Source: an optimization exercise on an open RTL-to-GDS flow (aim: small area, a short achievable clock period and few clock cycles). Production flows keep margins and buffers that such runs may drop.
Function was checked by simulation only, so behaviour that the tests miss may differ from the original.

## the previous run
// muldiv_unit_mq
module muldiv_unit_mq #(
  parameter int XLEN       = 32,
  parameter int HART_ID_W  = 1,
  parameter int REG_ADDR_W = 5
) (
  input  logic                  clk,
  input  logic                  rst_n,
  input  logic                  muldiv_start,
  input  logic [2:0]            muldiv_op,
  input  logic [XLEN-1:0]       muldiv_a,
  input  logic [XLEN-1:0]       muldiv_b,
  input  logic [HART_ID_W-1:0]  muldiv_hart_id,
  input  logic [REG_ADDR_W-1:0] muldiv_rd,
  input  logic                  muldiv_kill,
  input  logic [HART_ID_W-1:0]  muldiv_kill_hart_id,
  output logic                  muldiv_busy,
  output logic                  muldiv_done,
  output logic [XLEN-1:0]       muldiv_result,
  output logic [HART_ID_W-1:0]  muldiv_done_hart_id,
  output logic [REG_ADDR_W-1:0] muldiv_done_rd
);
export LEC_CHECK = 0
export ABC_AREA = 1
export CAP_MARGIN = 20
export CORE_MARGIN = 2
export CORE_UTILIZATION = 40
export SETUP_SLACK_MARGIN = 5
export SLEW_MARGIN = 20
create_clock -name core_clock -period 10.0 [get_ports {clk}]
standard.sh (not shown) runs the stock make flow with config.mk's settings and CLKGATE_MAP_FILE= SYNTH_SCRIPT=/design/flow/synth_recipe.tcl, a recipe that flattens the netlist after the stock synthesis.
==> flow/flow/run.sh <==
#!/bin/bash
set -euo pipefail
bash standard.sh SETUP_SLACK_MARGIN=5.4 "BUFFER_PORTS_ARGS=-buffer_cell sky130_fd_sc_hd__buf_2" finish > flow.log 2>&1
Testbench counts of the previous run, summed over its fixed seeds: cycles 5,066.
The inputs of the current run differ from those of the previous run as listed below.
--- a/flow/design.v
+++ b/flow/design.v
@@ -944,38 +944,24 @@
       for (int i = 32; i >= 0; i--)
         if ((i & d) != 0) begin
           gg[i] = gg[i] | (pp[i] & gg[(i & ~(2*d-1)) + d - 1]);
           pp[i] = pp[i] & pp[(i & ~(2*d-1)) + d - 1];
         end
     c = {gg[31:0], 1'b1};
     ksub33 = {gg[32], p ^ c};
   endfunction
-  function automatic logic [5:0] ksub5(input logic [4:0] x, input logic [4:0] y);
-    logic [4:0] g, p, c;
-    g = x & ~y;
-    p = x ^ ~y;
-    c[0] = 1'b1;
-    c[1] = g[0] | p[0];
-    c[2] = g[1] | (p[1] & g[0]) | (p[1] & p[0]);
-    c[3] = g[2] | (p[2] & g[1]) | (p[2] & p[1] & g[0]) | (p[2] & p[1] & p[0]);
-    c[4] = g[3] | (p[3] & g[2]) | (p[3] & p[2] & g[1]) | (p[3] & p[2] & p[1] & g[0])
-         | (p[3] & p[2] & p[1] & p[0]);
-    ksub5[5] = g[4] | (p[4] & c[4]);
-    ksub5[4:0] = p ^ c;
-  endfunction
-  logic [4:0]  sh_q, za_in, zb_in;
-  logic [5:0]  sh_in;
-  logic        early_q, lnorm_q, ev, is_norm, is_div;
+  logic [4:0] za_q, zb_q;
+  logic [5:0]  sh;
+  logic        early, ev, is_norm, is_div;
   logic [32:0] dn;
-  assign za_in   = clz(a_abs);
-  assign zb_in   = clz(b_abs);
-  assign sh_in   = ksub5(zb_in, za_in);   
-  assign dn      = {1'b0, a_q[31:0]} << sh_q;
-  assign ev      = !sh_q[0];
+  assign sh      = {1'b0, zb_q} - {1'b0, za_q};
+  assign early   = zero_q || sh[5];
+  assign dn      = {1'b0, a_q[31:0]} << sh[4:0];
+  assign ev      = !sh[0];
   assign is_norm = (st_q == ST_NORM);
   assign is_div  = (st_q == ST_DIV);
   logic [33:0] d1, de, df;
   logic        q1, q0;
   logic [32:0] r2;
   logic [31:0] qn;
   assign d1 = ksub33({1'b0, b_q}, a_q);
   assign de = ksub33({1'b0, b_q}, is_norm ? dn : {1'b0, a_q[32:1]});
@@ -986,37 +972,32 @@
     case ({q1, q0})
       2'b11:   r2 = df[32:0];
       2'b10:   r2 = d1[32:0];
       2'b01:   r2 = de[32:0];
       default: r2 = {1'b0, b_q};
     endcase
   end
   assign qn = {s_q[29:0] & {30{is_div}}, q1, q0 && (is_div || ev)};
-  logic        div_mode, sel_tree, sel_rem, sel_oth;
-  logic [31:0] s_oth;
+  logic        div_mode;
+  logic [63:0] s_div;
   assign div_mode = (st_q == ST_NORM) || (st_q == ST_DIV);
-  assign sel_rem  = div_mode && last && op_q[1] && !(is_norm && early_q);
-  assign sel_oth  = div_mode && !sel_rem;
-  assign sel_tree = !div_mode;
   always_comb begin
-    if (is_norm && early_q)
-      s_oth = op_q[1] ? b_q                           
-                      : (zero_q ? 32'hFFFF_FFFF : 32'd0);
+    if (is_norm && early)
+      s_div = {32'd0, op_q[1] ? b_q                 
+                              : (zero_q ? 32'hFFFF_FFFF : 32'd0)};
+    else if (last && op_q[1])
+      s_div = {32'd0, r2[31:0]};
     else
-      s_oth = qn;
+      s_div = {32'd0, qn};
   end
-  logic [63:0] s_next;
-  assign s_next = ({64{sel_tree}} & tree_s)
-                | ({64{sel_rem}}  & {32'd0, r2[31:0]})
-                | ({64{sel_oth}}  & {32'd0, s_oth});
   always_comb begin
     case (st_q)
       ST_M1:   last = 1'b1;
-      ST_NORM: last = lnorm_q;             
+      ST_NORM: last = early || (ev && (sh[4:0] == '0));
       ST_DIV:  last = (cnt_q == '0);
       default: last = 1'b0;
     endcase
   end
   always_ff @(posedge clk or negedge rst_n) begin
     if (!rst_n) begin
       st_q   <= ST_IDLE;
       fin_q  <= 1'b0;
@@ -1037,21 +1018,21 @@
     res_q   <= fhi_q ? psum[63:32] : psum[31:0];
     dhart_q <= fhart_q;
     drd_q   <= frd_q;
     fhart_q <= hart_q;
     frd_q   <= rd_q;
     fhi_q   <= (op_q[1:0] != 2'd0) && !op_q[2];
     fneg_q  <= neg_q && op_q[2];
     cnt_q   <= cnt_q - 4'd1;
-    s_q     <= s_next;
+    s_q     <= div_mode ? s_div : tree_s;
     c_q     <= div_mode ? {63'd0, neg_q} : tree_c;
     case (st_q)
       ST_NORM: begin
-        cnt_q <= sh_q[4:1] - {3'd0, ev};
+        cnt_q <= sh[4:1] - {3'd0, ev};
         a_q   <= ev ? {1'b0, dn[32:1]} : dn;
         if (ev) b_q <= r2[31:0];
       end
       ST_DIV: begin
         a_q   <= {2'b0, a_q[32:2]};
         b_q   <= r2[31:0];
       end
       default: ;
@@ -1062,19 +1043,18 @@
       rd_q   <= muldiv_rd;
       skip_q <= skip_in;
       zero_q <= (muldiv_b == '0);
       if (in_div) begin
         neg_q <= in_sgn && (muldiv_op[1] ? muldiv_a[31]
                                          : ((muldiv_a[31] ^ muldiv_b[31]) && (muldiv_b != '0)));
         a_q   <= {1'b0, b_abs};
         b_q   <= a_abs;
-        sh_q    <= sh_in[4:0];
-        early_q <= (muldiv_b == '0) || !sh_in[5];
-        lnorm_q <= (muldiv_b == '0) || !sh_in[5] || (sh_in[4:0] == '0);
+        za_q  <= clz(a_abs);
+        zb_q  <= clz(b_abs);
       end else begin
         a_q   <= swap ? {sb && muldiv_b[31], muldiv_b} : {sa && muldiv_a[31], muldiv_a};
         b_q   <= swap ? muldiv_a : muldiv_b;
       end
     end
   end
   assign muldiv_done         = done_q && !(muldiv_kill && (dhart_q == muldiv_kill_hart_id));
   assign muldiv_result       = res_q;
## What came out
Compared with the previous run, average vias per placed instance in the current run decreased slightly.
For the current run, the timing endpoint of the critical path was muldiv_busy, unlike the previous run, where it was lnorm_q.
Per the comparison of the current run with the previous run, number of cells on the critical path now sits lower, final area now smaller, wire length shows an increase of about 3.4%.
Comparing worst setup slack for the current run and the previous run, the bigger number came from the current run.
The current run -> the previous run: proportion of register bits with asynchronous set or reset after synthesis flat
| share of the final layout cell area in sequential cells | the current run vs the previous run | 0.34 points higher |
In the flow results for the current run and the previous run, the total routing resource utilization after global routing is smaller on the previous run.
Changes observed in the current run relative to the previous run: non-clock buffer count down 13%, post-cts hold buffer count flat.
Testbench counts of the current run, summed over its fixed seeds: cycles 5,066.

* * *

north:
muldiv_unit_mq, a different RTL version from the one above (not shown whole).
Size in the first run: about 290 flip-flops, roughly 40000 um^2 of cells after synthesis.
==> flow/config.mk <==
export PLATFORM = sky130hd
export DESIGN_NAME = muldiv_unit_mq
export DESIGN_NICKNAME = muldiv_unit_mq
export VERILOG_FILES = /design/flow/design.v
export SDC_FILE = /design/flow/constraint.sdc
export NUM_CORES = 4
export LEC_CHECK = 0
export ABC_AREA = 1
export CAP_MARGIN = 20
export CORE_MARGIN = 2
export CORE_UTILIZATION = 40
export SETUP_SLACK_MARGIN = 5
export SLEW_MARGIN = 20
==> flow/constraint.sdc <==
create_clock -name core_clock -period 10.0 [get_ports {clk}]
set_input_delay 2.0000 -clock core_clock [delete_from_list [all_inputs] [get_ports {clk}]]
set_output_delay 2.0000 -clock core_clock [all_outputs]
set_load 0.01 [all_outputs]
run.sh (not shown) runs the stock make flow with config.mk's settings and CLKGATE_MAP_FILE= SYNTH_SCRIPT=/design/flow/synth_recipe.tcl, a recipe that flattens the netlist after the stock synthesis.
Stock flow here: none of the scripts above is used.
Testbench counts of north, summed over its fixed seeds: cycles 5,066.
For south, these inputs were changed with respect to north:
diff --git a/flow/design.v b/flow/design.v
--- a/flow/design.v
+++ b/flow/design.v
@@ -941,85 +941,66 @@
     pp = p;
     gg[0] = g[0] | p[0];
     for (int d = 1; d < 33; d = d * 2)
       for (int i = 32; i >= 0; i--)
         if ((i & d) != 0) begin
           gg[i] = gg[i] | (pp[i] & gg[(i & ~(2*d-1)) + d - 1]);
           pp[i] = pp[i] & pp[(i & ~(2*d-1)) + d - 1];
         end
     c = {gg[31:0], 1'b1};
     ksub33 = {gg[32], p ^ c};
   endfunction
-  function automatic logic [5:0] ksub5(input logic [4:0] x, input logic [4:0] y);
-    logic [4:0] g, p, c;
-    g = x & ~y;
-    p = x ^ ~y;
-    c[0] = 1'b1;
-    c[1] = g[0] | p[0];
-    c[2] = g[1] | (p[1] & g[0]) | (p[1] & p[0]);
-    c[3] = g[2] | (p[2] & g[1]) | (p[2] & p[1] & g[0]) | (p[2] & p[1] & p[0]);
-    c[4] = g[3] | (p[3] & g[2]) | (p[3] & p[2] & g[1]) | (p[3] & p[2] & p[1] & g[0])
-         | (p[3] & p[2] & p[1] & p[0]);
-    ksub5[5] = g[4] | (p[4] & c[4]);
-    ksub5[4:0] = p ^ c;
-  endfunction
   logic [4:0] za_q, zb_q;
-  logic [5:0]  sh, zge;
+  logic [5:0]  sh;
   logic        early, ev, is_norm, is_div;
   logic [32:0] dn;
-  assign sh      = ksub5(zb_q, za_q);     
-  assign zge     = ksub5(za_q, zb_q);     
-  assign early   = zero_q || !sh[5];
+  assign sh      = {1'b0, zb_q} - {1'b0, za_q};
+  assign early   = zero_q || sh[5];
   assign dn      = {1'b0, a_q[31:0]} << sh[4:0];
   assign ev      = !sh[0];
   assign is_norm = (st_q == ST_NORM);
   assign is_div  = (st_q == ST_DIV);
   logic [33:0] d1, de, df;
   logic        q1, q0;
   logic [32:0] r2;
   logic [31:0] qn;
   assign d1 = ksub33({1'b0, b_q}, a_q);
   assign de = ksub33({1'b0, b_q}, is_norm ? dn : {1'b0, a_q[32:1]});
   assign df = ksub33(d1[32:0], {1'b0, a_q[32:1]});
   assign q1 = d1[33] && is_div;
   assign q0 = q1 ? df[33] : de[33];
   always_comb begin
     case ({q1, q0})
       2'b11:   r2 = df[32:0];
       2'b10:   r2 = d1[32:0];
       2'b01:   r2 = de[32:0];
       default: r2 = {1'b0, b_q};
     endcase
   end
   assign qn = {s_q[29:0] & {30{is_div}}, q1, q0 && (is_div || ev)};
-  logic        div_mode, sel_tree, sel_rem, sel_oth;
-  logic [31:0] s_oth;
+  logic        div_mode;
+  logic [63:0] s_div;
   assign div_mode = (st_q == ST_NORM) || (st_q == ST_DIV);
-  assign sel_rem  = div_mode && last && op_q[1] && !(is_norm && early);
-  assign sel_oth  = div_mode && !sel_rem;
-  assign sel_tree = !div_mode;
   always_comb begin
     if (is_norm && early)
-      s_oth = op_q[1] ? b_q                           
-                      : (zero_q ? 32'hFFFF_FFFF : 32'd0);
+      s_div = {32'd0, op_q[1] ? b_q                 
+                              : (zero_q ? 32'hFFFF_FFFF : 32'd0)};
+    else if (last && op_q[1])
+      s_div = {32'd0, r2[31:0]};
     else
-      s_oth = qn;
+      s_div = {32'd0, qn};
   end
-  logic [63:0] s_next;
-  assign s_next = ({64{sel_tree}} & tree_s)
-                | ({64{sel_rem}}  & {32'd0, r2[31:0]})
-                | ({64{sel_oth}}  & {32'd0, s_oth});
   always_comb begin
     case (st_q)
       ST_M1:   last = 1'b1;
-      ST_NORM: last = zero_q || zge[5];    
+      ST_NORM: last = early || (ev && (sh[4:0] == '0));
       ST_DIV:  last = (cnt_q == '0);
       default: last = 1'b0;
     endcase
   end
   always_ff @(posedge clk or negedge rst_n) begin
     if (!rst_n) begin
       st_q   <= ST_IDLE;
       fin_q  <= 1'b0;
       done_q <= 1'b0;
     end else begin
       fin_q  <= (st_q != ST_IDLE) && last && !kill_cur;
@@ -1034,23 +1015,23 @@
   logic [63:0] psum;
   assign psum = (s_q ^ {32'd0, {32{fneg_q}}}) + c_q;
   always_ff @(posedge clk) begin
     res_q   <= fhi_q ? psum[63:32] : psum[31:0];
     dhart_q <= fhart_q;
     drd_q   <= frd_q;
     fhart_q <= hart_q;
     frd_q   <= rd_q;
     fhi_q   <= (op_q[1:0] != 2'd0) && !op_q[2];
     fneg_q  <= neg_q && op_q[2];
     cnt_q   <= cnt_q - 4'd1;
-    s_q     <= s_next;
+    s_q     <= div_mode ? s_div : tree_s;
     c_q     <= div_mode ? {63'd0, neg_q} : tree_c;
     case (st_q)
       ST_NORM: begin
         cnt_q <= sh[4:1] - {3'd0, ev};
         a_q   <= ev ? {1'b0, dn[32:1]} : dn;
         if (ev) b_q <= r2[31:0];
       end
       ST_DIV: begin
         a_q   <= {2'b0, a_q[32:2]};
         b_q   <= r2[31:0];
       end
- Diff north -> south | actual slew at the worst max-slew pin | decrease of 0.083 ns
- Per the comparison of south with north, mapped cell area now sits higher; total cell area at the placement stage now sits higher.
- Run comparison: north critical path capture point b_q[27]; south critical path capture point s_q[31]
- south vs north: first-pass GRT wire length up in south
- south against north: number of cells on the worst reg-to-reg path has decreased.
Testbench counts of south, summed over its fixed seeds: cycles 5,066.

==> separate check: timing with driven ports <==
The results above use ideal ports. As a check the final layouts listed here were re-extracted and re-timed, cells and wires unchanged.
Step 1 (the two cells are an assumption about what drives the block):
set clk [get_ports {clk}]
set_driving_cell -lib_cell sky130_fd_sc_hd__clkbuf_16 $clk
set_driving_cell -lib_cell sky130_fd_sc_hd__buf_2 [delete_from_list [all_inputs] $clk]
Step 2 moves the port delays by t, midway between the first and last clock arrival at a register: inputs arrive t later, outputs are due t later. That takes back most of the time a late clock gives input paths.
Three values: ideal ports, drivers, drivers and shift; two values: the first two.
| run | t, ns | slack for setup (ns) | hold WS [ns] | worst register clock-pin slew, ns |
|---|---|---|---|---|
| the previous run | 0.671 | 4.362 / 4.402 / 3.731 | 0.324 / 0.324 / 0.324 | 0.07 / 0.07 |
| the current run | 0.679 | 5.125 / 5.052 / 4.802 | 0.314 / 0.314 / 0.314 | 0.07 / 0.07 |
| north | 0.694 | 4.818 / 4.818 / 4.420 | 0.325 / 0.325 / 0.325 | 0.07 / 0.07 |
| south | 0.694 | 4.977 / 4.977 / 4.416 | 0.325 / 0.325 / 0.325 | 0.07 / 0.07 |
After both steps every run listed still meets setup and hold. For the previous run, which loses most, drivers alone change the setup slack by +0.040 ns; drivers and shift together by -0.631 ns.
